Context: an optimization exercise on an open-source flow, tuned for small area, a short achievable clock period and few clock cycles. The choices shown serve that exercise and are no tape-out recipe. Where RTL was checked, it was by simulation tests only, not by an equivalence proof against the original. No activity file was given, so power comes from the tool's default toggle rates.

==> inputs of run a <==
==> flow/design.v <==
package puf_pkg;
  localparam int unsigned C_IOSCNUM_DEF      = 48;
  localparam int unsigned C_IOSCDWIDTH_DEF   = 24;
  localparam int unsigned C_OIDWIDTH_DEF     = 24;
  localparam int unsigned C_MEMDATAWIDTH_DEF = 8;
  localparam int unsigned C_MEMADDRWIDTH_DEF = 24;
  localparam int unsigned C_CHALBASE_DEF     = 0;
  localparam int unsigned C_IDXW = $clog2(C_IOSCNUM_DEF);
endpackage
module cnt_regfile #(
  parameter int unsigned N  = puf_pkg::C_IOSCNUM_DEF,
  parameter int unsigned DW = puf_pkg::C_IOSCDWIDTH_DEF,
  parameter int unsigned IW = puf_pkg::C_IDXW
) (
  input  logic          I_sclk,
  input  logic          I_we,
  input  logic [IW-1:0] I_wr_idx,
  input  logic [DW-1:0] I_wr_data,
  input  logic [IW-1:0] I_rd_idx,
  input  logic          I_fwd,       
  output logic [DW-1:0] O_rd_data
);
  logic [N-1:0][DW-1:0] cnt_q;
  logic [DW-1:0]        rd;
  for (genvar i = 0; i < N; i++) begin : g_cnt
    always_ff @(posedge I_sclk) begin
      if (I_we && I_wr_idx == i) cnt_q[i] <= I_wr_data;
    end
  end
  always_comb begin
    rd = '0;
    for (int i = 0; i < N; i++)
      rd = rd | (cnt_q[i] & {DW{I_rd_idx == i}});
  end
  always_ff @(posedge I_sclk) O_rd_data <= I_fwd ? I_wr_data : rd;
endmodule
module puf_resp_gen #(
  parameter int unsigned C_IOSCNUM      = puf_pkg::C_IOSCNUM_DEF,
  parameter int unsigned C_IOSCDWIDTH   = puf_pkg::C_IOSCDWIDTH_DEF,
  parameter int unsigned C_OIDWIDTH     = puf_pkg::C_OIDWIDTH_DEF,
  parameter int unsigned C_MEMDATAWIDTH = puf_pkg::C_MEMDATAWIDTH_DEF,
  parameter int unsigned C_MEMADDRWIDTH = puf_pkg::C_MEMADDRWIDTH_DEF,
  parameter int unsigned C_CHALBASE     = puf_pkg::C_CHALBASE_DEF
) (
  input  logic                      I_sclk,
  input  logic                      I_rst,
  input  logic                      I_cnt_valid,
  input  logic [puf_pkg::C_IDXW-1:0]         I_cnt_idx,
  input  logic [C_IOSCDWIDTH-1:0]   I_cnt_data,
  output logic                      O_cnt_ready,
  input  logic                      I_start,
  output logic                      O_busy,
  output logic [C_MEMADDRWIDTH-1:0] O_mem_addr,
  input  logic [C_MEMDATAWIDTH-1:0] I_mem_data,
  output logic [C_OIDWIDTH-1:0]     O_prim_id,
  output logic                      O_id_valid,
  output logic                      O_err
);
  localparam int unsigned IW = puf_pkg::C_IDXW;
  localparam int unsigned CW = $clog2(C_IOSCNUM + 1);
  localparam int unsigned NB = 2 * C_OIDWIDTH;    
  localparam logic [IW-1:0] LAST_A = NB - 1;
  localparam logic [CW-1:0] N_ALL  = C_IOSCNUM;
  localparam logic [CW-1:0] N_TWO  = C_IOSCNUM - 2;
  logic          busy_q, ready_q, id_valid_q, err_q;
  logic          fetch_q, r_v_q, x_v_q;
  logic [IW-1:0] addr_q;
  logic [C_IOSCNUM-1:0] loaded_q;
  logic [CW-1:0]        nld_q;
  logic                 full_q, one_q;
  logic          r_odd_q, r_bad_q, a_bad_q;
  logic [C_IOSCDWIDTH-1:0] rd_q, a_q;
  logic [C_OIDWIDTH-1:0]   id_q;
  logic idle, run_end, wr_in, wr_oob, wr_new, all_in, start_acc, shift, cmp_bit;
  logic [C_IOSCNUM-1:0] wmask, loaded_d;
  logic [CW-1:0]        nld_d, nld_inc;
  logic                 two;
  logic                    wv_q;
  logic [IW-1:0]           widx_q;
  logic [C_IOSCDWIDTH-1:0] wdata_q;
  assign idle    = ~(fetch_q | r_v_q | x_v_q);
  assign run_end = r_v_q & ~fetch_q;
  assign wr_in  = I_cnt_valid & idle;
  assign wr_oob = wr_in & ({1'b0, I_cnt_idx} >= C_IOSCNUM);
  always_comb begin
    wmask = '0;
    for (int i = 0; i < C_IOSCNUM; i++) wmask[i] = wr_in & (I_cnt_idx == i);
  end
  assign wr_new = |(wmask & ~loaded_q);
  assign all_in    = full_q | (one_q & wr_new);
  assign start_acc = idle & I_start & all_in;
  assign loaded_d = run_end ? '0 : (loaded_q | wmask);
  assign nld_inc  = nld_q + 1'b1;
  assign nld_d    = run_end ? '0 : (wr_new ? nld_inc : nld_q);
  assign two      = nld_q == N_TWO;
  assign shift   = r_v_q & r_odd_q;
  assign cmp_bit = ~a_bad_q & ~r_bad_q & (a_q > rd_q);
  cnt_regfile #(
    .N  (C_IOSCNUM),
    .DW (C_IOSCDWIDTH),
    .IW (IW)
  ) u_cnt_regfile (
    .I_sclk    (I_sclk),
    .I_we      (wv_q),
    .I_wr_idx  (widx_q),
    .I_wr_data (wdata_q),
    .I_rd_idx  (I_mem_data[IW-1:0]),
    .I_fwd     (wv_q && I_mem_data[IW-1:0] == widx_q),
    .O_rd_data (rd_q)
  );
  always_ff @(posedge I_sclk) begin
    widx_q  <= I_cnt_idx;
    wdata_q <= I_cnt_data;
    r_odd_q <= ~addr_q[0];
    r_bad_q <= {1'b0, I_mem_data[IW-1:0]} >= C_IOSCNUM;
    a_q     <= rd_q;
    a_bad_q <= r_bad_q;
  end
  always_ff @(posedge I_sclk or posedge I_rst) begin
    if (I_rst) begin
      busy_q     <= 1'b0;
      ready_q    <= 1'b1;
      id_valid_q <= 1'b0;
      err_q      <= 1'b0;
      fetch_q    <= 1'b0;
      r_v_q      <= 1'b0;
      x_v_q      <= 1'b0;
      addr_q     <= '0;
      loaded_q   <= '0;
      nld_q      <= '0;
      full_q     <= 1'b0;
      one_q      <= 1'b0;
      wv_q       <= 1'b0;
      id_q       <= '0;
    end else begin
      fetch_q    <= start_acc | (fetch_q & (addr_q != '0));
      r_v_q      <= fetch_q;
      x_v_q      <= r_v_q;
      id_valid_q <= run_end;
      busy_q     <= start_acc | fetch_q | r_v_q;
      ready_q    <= ~(start_acc | fetch_q | r_v_q);
      loaded_q <= loaded_d;
      nld_q    <= nld_d;
      full_q   <= ~run_end & (full_q | (one_q & wr_new));
      one_q    <= ~run_end & (one_q ? ~wr_new : (two & wr_new));
      wv_q     <= wr_in & ~wr_oob;
      if (idle) begin
        if (I_start) err_q <= all_in ? wr_oob : 1'b1;
        else if (wr_oob) err_q <= 1'b1;
      end else if (shift && (a_bad_q || r_bad_q)) begin
        err_q <= 1'b1;
      end
      if (addr_q != '0 && addr_q != LAST_A) addr_q <= addr_q + 1'b1;
      else                                  addr_q <= IW'(start_acc);
      if (shift) id_q <= {cmp_bit, id_q[C_OIDWIDTH-1:1]};
    end
  end
  assign O_cnt_ready = ready_q;
  assign O_busy      = busy_q;
  assign O_mem_addr  = C_MEMADDRWIDTH'(addr_q);
  assign O_prim_id   = id_q;
  assign O_id_valid  = id_valid_q;
  assign O_err       = err_q;
endmodule
==> flow/run.sh <==
#!/bin/bash
# synth_recipe.tcl (not shown) runs the flow's synth.tcl, then flattens the netlist and writes it again
# the make line also repeats each setting of config.mk as NAME=value (left out here)
make -C /OpenROAD-flow-scripts/flow DESIGN_CONFIG=/design/flow/config.mk WORK_HOME=/design/flow/orfs CLKGATE_MAP_FILE= SYNTH_SCRIPT=/design/flow/synth_recipe.tcl finish
==> flow/config.mk <==
export PLATFORM = sky130hd
export DESIGN_NAME = puf_resp_gen
export DESIGN_NICKNAME = puf_resp_gen
export VERILOG_FILES = /design/flow/design.v
export SDC_FILE = /design/flow/constraint.sdc
export NUM_CORES = 4
export LEC_CHECK = 0
export CAP_MARGIN = 20
export CORE_MARGIN = 2
export CORE_UTILIZATION = 55
export CTS_CLUSTER_DIAMETER = 90
export CTS_CLUSTER_SIZE = 25
export SETUP_SLACK_MARGIN = 4.2
export SLEW_MARGIN = 20
==> flow/constraint.sdc <==
create_clock -name core_clock -period 6.5 [get_ports {I_sclk}]
set_input_delay 1.3000 -clock core_clock [delete_from_list [all_inputs] [get_ports {I_sclk}]]
set_output_delay 1.3000 -clock core_clock [all_outputs]
set_load 0.01 [all_outputs]
==> run b: changes against run a <==
--- a/flow/design.v
+++ b/flow/design.v
@@ -13,11 +13,11 @@
   parameter int unsigned IW = puf_pkg::C_IDXW
 ) (
-  input  logic          I_sclk,
-  input  logic          I_we,
-  input  logic [IW-1:0] I_wr_idx,
-  input  logic [DW-1:0] I_wr_data,
-  input  logic [IW-1:0] I_rd_idx,
-  input  logic          I_fwd,       
-  output logic [DW-1:0] O_rd_data
+  input  logic                   I_sclk,
+  input  logic [(N+7)/8-1:0]     I_wr_hi,    
+  input  logic [7:0]             I_wr_lo,
+  input  logic [DW-1:0]          I_wr_data,
+  input  logic [(N+7)/8-1:0]     I_rd_hi,    
+  input  logic [7:0]             I_rd_lo,
+  output logic [DW-1:0]          O_rd_data
 );
   logic [N-1:0][DW-1:0] cnt_q;
@@ -25,5 +25,5 @@
   for (genvar i = 0; i < N; i++) begin : g_cnt
     always_ff @(posedge I_sclk) begin
-      if (I_we && I_wr_idx == i) cnt_q[i] <= I_wr_data;
+      if (I_wr_hi[i / 8] && I_wr_lo[i % 8]) cnt_q[i] <= I_wr_data;
     end
   end
@@ -31,7 +31,7 @@
     rd = '0;
     for (int i = 0; i < N; i++)
-      rd = rd | (cnt_q[i] & {DW{I_rd_idx == i}});
+      rd = rd | (cnt_q[i] & {DW{I_rd_hi[i / 8] & I_rd_lo[i % 8]}});
   end
-  always_ff @(posedge I_sclk) O_rd_data <= I_fwd ? I_wr_data : rd;
+  always_ff @(posedge I_sclk) O_rd_data <= rd;
 endmodule
 module puf_resp_gen #(
@@ -62,23 +62,24 @@
   localparam logic [IW-1:0] LAST_A = NB - 1;
   localparam logic [CW-1:0] N_ALL  = C_IOSCNUM;
+  localparam logic [CW-1:0] N_ONE  = C_IOSCNUM - 1;
   localparam logic [CW-1:0] N_TWO  = C_IOSCNUM - 2;
-  logic          busy_q, ready_q, id_valid_q, err_q;
-  logic          fetch_q, r_v_q, x_v_q;
+  logic          busy_q, id_valid_q, err_q;
+  logic          fetch_q, m_v_q, r_v_q, x_v_q;
   logic [IW-1:0] addr_q;
   logic [C_IOSCNUM-1:0] loaded_q;
   logic [CW-1:0]        nld_q;
-  logic                 full_q, one_q;
-  logic          r_odd_q, r_bad_q, a_bad_q;
+  logic                 new_q, full, one;
+  logic          m_odd_q, r_odd_q, r_bad_q, a_bad_q;
+  logic [7:0]    m_hi_q, m_lo_q;
   logic [C_IOSCDWIDTH-1:0] rd_q, a_q;
   logic [C_OIDWIDTH-1:0]   id_q;
   logic idle, run_end, wr_in, wr_oob, wr_new, all_in, start_acc, shift, cmp_bit;
   logic [C_IOSCNUM-1:0] wmask, loaded_d;
-  logic [CW-1:0]        nld_d, nld_inc;
-  logic                 two;
-  logic                    wv_q;
-  logic [IW-1:0]           widx_q;
+  localparam int unsigned NH = (C_IOSCNUM + 7) / 8;
+  logic [NH-1:0]           whi_q;
+  logic [7:0]              wlo_q;
   logic [C_IOSCDWIDTH-1:0] wdata_q;
-  assign idle    = ~(fetch_q | r_v_q | x_v_q);
-  assign run_end = r_v_q & ~fetch_q;
+  assign idle    = ~(fetch_q | m_v_q | r_v_q | x_v_q);
+  assign run_end = r_v_q & ~m_v_q;
   assign wr_in  = I_cnt_valid & idle;
   assign wr_oob = wr_in & ({1'b0, I_cnt_idx} >= C_IOSCNUM);
@@ -88,10 +89,15 @@
   end
   assign wr_new = |(wmask & ~loaded_q);
-  assign all_in    = full_q | (one_q & wr_new);
+  assign full   = (nld_q == N_ALL) | (nld_q == N_ONE & new_q);
+  assign one    = (nld_q == N_ONE & ~new_q) | (nld_q == N_TWO & new_q);
+  logic [IW-1:0] miss_idx;
+  always_comb begin
+    miss_idx = '0;
+    for (int i = 0; i < C_IOSCNUM; i++)
+      if (!loaded_q[i]) miss_idx = miss_idx | IW'(i);
+  end
+  assign all_in = full | (one & wr_in & (I_cnt_idx == miss_idx));
   assign start_acc = idle & I_start & all_in;
   assign loaded_d = run_end ? '0 : (loaded_q | wmask);
-  assign nld_inc  = nld_q + 1'b1;
-  assign nld_d    = run_end ? '0 : (wr_new ? nld_inc : nld_q);
-  assign two      = nld_q == N_TWO;
   assign shift   = r_v_q & r_odd_q;
   assign cmp_bit = ~a_bad_q & ~r_bad_q & (a_q > rd_q);
@@ -102,16 +108,21 @@
   ) u_cnt_regfile (
     .I_sclk    (I_sclk),
-    .I_we      (wv_q),
-    .I_wr_idx  (widx_q),
+    .I_wr_hi   (whi_q),
+    .I_wr_lo   (wlo_q),
     .I_wr_data (wdata_q),
-    .I_rd_idx  (I_mem_data[IW-1:0]),
-    .I_fwd     (wv_q && I_mem_data[IW-1:0] == widx_q),
+    .I_rd_hi   (m_hi_q[NH-1:0]),
+    .I_rd_lo   (m_lo_q),
     .O_rd_data (rd_q)
   );
   always_ff @(posedge I_sclk) begin
-    widx_q  <= I_cnt_idx;
+    for (int j = 0; j < 8; j++) wlo_q[j] <= I_cnt_idx[2:0] == j;
     wdata_q <= I_cnt_data;
-    r_odd_q <= ~addr_q[0];
-    r_bad_q <= {1'b0, I_mem_data[IW-1:0]} >= C_IOSCNUM;
+    for (int j = 0; j < 8; j++) begin
+      m_hi_q[j] <= I_mem_data[5:3] == j;
+      m_lo_q[j] <= I_mem_data[2:0] == j;
+    end
+    m_odd_q <= ~addr_q[0];
+    r_odd_q <= m_odd_q;
+    r_bad_q <= |m_hi_q[7:NH];
     a_q     <= rd_q;
     a_bad_q <= r_bad_q;
@@ -120,8 +131,8 @@
     if (I_rst) begin
       busy_q     <= 1'b0;
-      ready_q    <= 1'b1;
       id_valid_q <= 1'b0;
       err_q      <= 1'b0;
       fetch_q    <= 1'b0;
+      m_v_q      <= 1'b0;
       r_v_q      <= 1'b0;
       x_v_q      <= 1'b0;
@@ -129,20 +140,18 @@
       loaded_q   <= '0;
       nld_q      <= '0;
-      full_q     <= 1'b0;
-      one_q      <= 1'b0;
-      wv_q       <= 1'b0;
+      new_q      <= 1'b0;
+      whi_q      <= '0;
       id_q       <= '0;
     end else begin
       fetch_q    <= start_acc | (fetch_q & (addr_q != '0));
-      r_v_q      <= fetch_q;
+      m_v_q      <= fetch_q;
+      r_v_q      <= m_v_q;
       x_v_q      <= r_v_q;
       id_valid_q <= run_end;
-      busy_q     <= start_acc | fetch_q | r_v_q;
-      ready_q    <= ~(start_acc | fetch_q | r_v_q);
+      busy_q     <= start_acc | fetch_q | m_v_q | r_v_q;
       loaded_q <= loaded_d;
-      nld_q    <= nld_d;
-      full_q   <= ~run_end & (full_q | (one_q & wr_new));
-      one_q    <= ~run_end & (one_q ? ~wr_new : (two & wr_new));
-      wv_q     <= wr_in & ~wr_oob;
+      nld_q    <= run_end ? '0 : nld_q + CW'(new_q);
+      new_q    <= wr_new;
+      for (int j = 0; j < NH; j++) whi_q[j] <= wr_in & (I_cnt_idx[5:3] == j);
       if (idle) begin
         if (I_start) err_q <= all_in ? wr_oob : 1'b1;
@@ -156,5 +165,5 @@
     end
   end
-  assign O_cnt_ready = ready_q;
+  assign O_cnt_ready = ~busy_q;
   assign O_busy      = busy_q;
   assign O_mem_addr  = C_MEMADDRWIDTH'(addr_q);
Settings changed: PLACE_DENSITY set to 0.7, SETUP_SLACK_MARGIN 4.2 to 4.0.
==> run c: changes against run a <==
--- a/flow/design.v
+++ b/flow/design.v
@@ -18,5 +18,4 @@
   input  logic [DW-1:0] I_wr_data,
   input  logic [IW-1:0] I_rd_idx,
-  input  logic          I_fwd,       
   output logic [DW-1:0] O_rd_data
 );
@@ -33,5 +32,5 @@
       rd = rd | (cnt_q[i] & {DW{I_rd_idx == i}});
   end
-  always_ff @(posedge I_sclk) O_rd_data <= I_fwd ? I_wr_data : rd;
+  always_ff @(posedge I_sclk) O_rd_data <= rd;
 endmodule
 module puf_resp_gen #(
@@ -58,28 +57,19 @@
 );
   localparam int unsigned IW = puf_pkg::C_IDXW;
-  localparam int unsigned CW = $clog2(C_IOSCNUM + 1);
   localparam int unsigned NB = 2 * C_OIDWIDTH;    
   localparam logic [IW-1:0] LAST_A = NB - 1;
-  localparam logic [CW-1:0] N_ALL  = C_IOSCNUM;
-  localparam logic [CW-1:0] N_TWO  = C_IOSCNUM - 2;
-  logic          busy_q, ready_q, id_valid_q, err_q;
-  logic          fetch_q, r_v_q, x_v_q;
+  logic          busy_q, ready_q, id_valid_q, err_q, fetch_q;
   logic [IW-1:0] addr_q;
   logic [C_IOSCNUM-1:0] loaded_q;
-  logic [CW-1:0]        nld_q;
-  logic                 full_q, one_q;
-  logic          r_odd_q, r_bad_q, a_bad_q;
-  logic [C_IOSCDWIDTH-1:0] rd_q, a_q;
-  logic [C_OIDWIDTH-1:0]   id_q;
-  logic idle, run_end, wr_in, wr_oob, wr_new, all_in, start_acc, shift, cmp_bit;
-  logic [C_IOSCNUM-1:0] wmask, loaded_d;
-  logic [CW-1:0]        nld_d, nld_inc;
-  logic                 two;
   logic                    wv_q;
   logic [IW-1:0]           widx_q;
   logic [C_IOSCDWIDTH-1:0] wdata_q;
-  assign idle    = ~(fetch_q | r_v_q | x_v_q);
-  assign run_end = r_v_q & ~fetch_q;
-  assign wr_in  = I_cnt_valid & idle;
+  logic          m_v_q, m_odd_q, r_v_q, r_odd_q, r_bad_q, a_bad_q;
+  logic [IW-1:0] m_idx_q;
+  logic [C_IOSCDWIDTH-1:0] rd_q, a_q;
+  logic [C_OIDWIDTH-1:0]   id_q;
+  logic wr_in, wr_oob, all_in, start_acc, shift, cmp_bit;
+  logic [C_IOSCNUM-1:0] wmask;
+  assign wr_in  = I_cnt_valid & ready_q;
   assign wr_oob = wr_in & ({1'b0, I_cnt_idx} >= C_IOSCNUM);
   always_comb begin
@@ -87,11 +77,6 @@
     for (int i = 0; i < C_IOSCNUM; i++) wmask[i] = wr_in & (I_cnt_idx == i);
   end
-  assign wr_new = |(wmask & ~loaded_q);
-  assign all_in    = full_q | (one_q & wr_new);
-  assign start_acc = idle & I_start & all_in;
-  assign loaded_d = run_end ? '0 : (loaded_q | wmask);
-  assign nld_inc  = nld_q + 1'b1;
-  assign nld_d    = run_end ? '0 : (wr_new ? nld_inc : nld_q);
-  assign two      = nld_q == N_TWO;
+  assign all_in    = &(loaded_q | wmask);
+  assign start_acc = ready_q & I_start & all_in;
   assign shift   = r_v_q & r_odd_q;
   assign cmp_bit = ~a_bad_q & ~r_bad_q & (a_q > rd_q);
@@ -105,6 +90,5 @@
     .I_wr_idx  (widx_q),
     .I_wr_data (wdata_q),
-    .I_rd_idx  (I_mem_data[IW-1:0]),
-    .I_fwd     (wv_q && I_mem_data[IW-1:0] == widx_q),
+    .I_rd_idx  (m_idx_q),
     .O_rd_data (rd_q)
   );
@@ -112,6 +96,8 @@
     widx_q  <= I_cnt_idx;
     wdata_q <= I_cnt_data;
-    r_odd_q <= ~addr_q[0];
-    r_bad_q <= {1'b0, I_mem_data[IW-1:0]} >= C_IOSCNUM;
+    m_idx_q <= I_mem_data[IW-1:0];
+    m_odd_q <= ~addr_q[0];
+    r_odd_q <= m_odd_q;
+    r_bad_q <= {1'b0, m_idx_q} >= C_IOSCNUM;
     a_q     <= rd_q;
     a_bad_q <= r_bad_q;
@@ -124,33 +110,31 @@
       err_q      <= 1'b0;
       fetch_q    <= 1'b0;
-      r_v_q      <= 1'b0;
-      x_v_q      <= 1'b0;
       addr_q     <= '0;
       loaded_q   <= '0;
-      nld_q      <= '0;
-      full_q     <= 1'b0;
-      one_q      <= 1'b0;
       wv_q       <= 1'b0;
+      m_v_q      <= 1'b0;
+      r_v_q      <= 1'b0;
       id_q       <= '0;
     end else begin
-      fetch_q    <= start_acc | (fetch_q & (addr_q != '0));
-      r_v_q      <= fetch_q;
-      x_v_q      <= r_v_q;
-      id_valid_q <= run_end;
-      busy_q     <= start_acc | fetch_q | r_v_q;
-      ready_q    <= ~(start_acc | fetch_q | r_v_q);
-      loaded_q <= loaded_d;
-      nld_q    <= nld_d;
-      full_q   <= ~run_end & (full_q | (one_q & wr_new));
-      one_q    <= ~run_end & (one_q ? ~wr_new : (two & wr_new));
-      wv_q     <= wr_in & ~wr_oob;
-      if (idle) begin
+      wv_q  <= wr_in & ~wr_oob;
+      m_v_q <= fetch_q;
+      r_v_q <= m_v_q;
+      id_valid_q <= r_v_q & ~m_v_q;
+      if (id_valid_q) loaded_q <= '0;
+      else            loaded_q <= loaded_q | wmask;
+      if (ready_q) begin
+        busy_q  <= start_acc;
+        ready_q <= ~start_acc;
         if (I_start) err_q <= all_in ? wr_oob : 1'b1;
         else if (wr_oob) err_q <= 1'b1;
-      end else if (shift && (a_bad_q || r_bad_q)) begin
-        err_q <= 1'b1;
+      end else begin
+        busy_q  <= ~id_valid_q;
+        ready_q <= id_valid_q;
+        if (shift && (a_bad_q || r_bad_q)) err_q <= 1'b1;
       end
-      if (addr_q != '0 && addr_q != LAST_A) addr_q <= addr_q + 1'b1;
-      else                                  addr_q <= IW'(start_acc);
+      fetch_q <= start_acc | (fetch_q & (addr_q != '0));
+      if (start_acc)                    addr_q <= 1;
+      else if (addr_q == LAST_A)        addr_q <= '0;
+      else if (addr_q != '0)            addr_q <= addr_q + 1'b1;
       if (shift) id_q <= {cmp_bit, id_q[C_OIDWIDTH-1:1]};
     end
Settings changed: ABC_CLOCK_PERIOD_IN_PS set to 2800, CORE_UTILIZATION 55 to 40, CTS_CLUSTER_DIAMETER 90 to not set, CTS_CLUSTER_SIZE 25 to not set, SETUP_SLACK_MARGIN 4.2 to 3.7.
==> run d: changes against run a <==
Settings changed: CORE_UTILIZATION 55 to 62, SETUP_SLACK_MARGIN 4.2 to 4.0.
==> comparison table <==
                                                                                                 run b                              run d                                run a                    run c
Outcome                                                                        complete, no violations            complete, no violations              complete, no violations  complete, no violations
Source-to-sink clock delay at the later pin of the worst-skew pair                             0.70 ns                            0.70 ns                              0.70 ns                  0.75 ns
Met2 Usage GRT                                                                                  0.5373                             0.6558                               0.6389                   0.4427
End of the worst register-to-register path                          u_cnt_regfile.O_rd_data[3]$_DFF_P_  u_cnt_regfile.cnt_q[50]$_DFFE_PP_  u_cnt_regfile.O_rd_data[19]$_DFF_P_     id_q[23]$_DFFE_PP0P_
Num sequential                                                                                    1350                               1327                                 1327                     1326
#FFs+latches synth                                                                                1350                               1327                                 1327                     1326
Synth Cell Area                                                                             49280 um^2                         49040 um^2                           49040 um^2               47820 um^2
Final hold slack                                                                             0.3361 ns                          0.3563 ns                            0.3599 ns                0.3267 ns
Reg2Reg Setup Slack                                                                            3.98 ns                            3.86 ns                              4.07 ns                  3.68 ns
Sequential share of power                                                                        0.645                              0.641                                0.639                    0.528
Setup ws final                                                                                3.876 ns                           3.858 ns                             3.725 ns                 3.676 ns
Area share of the largest cell type after synthesis                                             0.7020                             0.7054                               0.7054                   0.7234
DRT met1 WL                                                                                   55.07 mm                           61.31 mm                             66.44 mm                 58.15 mm
Endpoint of the worst setup timing path                                                new_q$_DFF_PP0_  u_cnt_regfile.cnt_q[50]$_DFFE_PP_  u_cnt_regfile.O_rd_data[23]$_DFF_P_     id_q[23]$_DFFE_PP0P_
LEAKAGE                                                                                       17.74 nW                           20.14 nW                             21.16 nW                 18.90 nW
Inserted Clock Buffers                                                                              61                                 59                                   59                      133
Total length of routed met3 wires                                                             24.66 mm                           30.44 mm                             34.81 mm                 20.13 mm
Required @ worst endpoint                                                                      7.12 ns                            6.83 ns                              7.04 ns                  7.12 ns
End point of the worst hold path                                                       r_odd_q$_DFF_P_                     a_q[4]$_DFF_P_                       a_q[8]$_DFF_P_          r_odd_q$_DFF_P_
DR WL met2                                                                                    72.96 mm                           80.53 mm                             85.64 mm                 79.87 mm
DIE AREA                                                                                    92010 um^2                         81360 um^2                           91570 um^2              122300 um^2
Testbench counts of run b, summed over its fixed seeds: cycles 19,008.
For run a, run c and run d, only the layout was checked, not whether the RTL still works.

[port drivers added, routing unchanged]
The flow's constraints put no driver on any port. The routed layouts listed below were extracted and timed again, unchanged, in two steps. Step 1 assumes that a clkbuf_16 drives the clock port and a buf_2 every other input. Step 2 adds t to the input delays and takes it off the output delays; t is the mean of the earliest and latest rising clock arrival at the registers after step 1. Input paths then give back, and output paths get back, about the clock's delay inside the block. Slacks: ideal ports / drivers / drivers and shift; pairs: ideal ports / drivers.
run | t (ns) | setup slack, ns | worst register clock-pin slew, ns | pins driven straight from the clock port
run a | 0.756 | 3.725 / 3.743 / 2.987 | 0.11 / 0.11 | 1
run b | 0.756 | 3.876 / 3.838 / 3.166 | 0.11 / 0.11 | 1
run c | 0.805 | 3.676 / 3.676 / 2.994 | 0.07 / 0.07 | 1
run d | 0.762 | 3.858 / 3.806 / 3.121 | 0.11 / 0.11 | 1
After both steps setup and hold are still met in every run listed. For run a, which loses most, drivers alone change the setup slack by +0.018 ns; drivers and shift together by -0.738 ns.
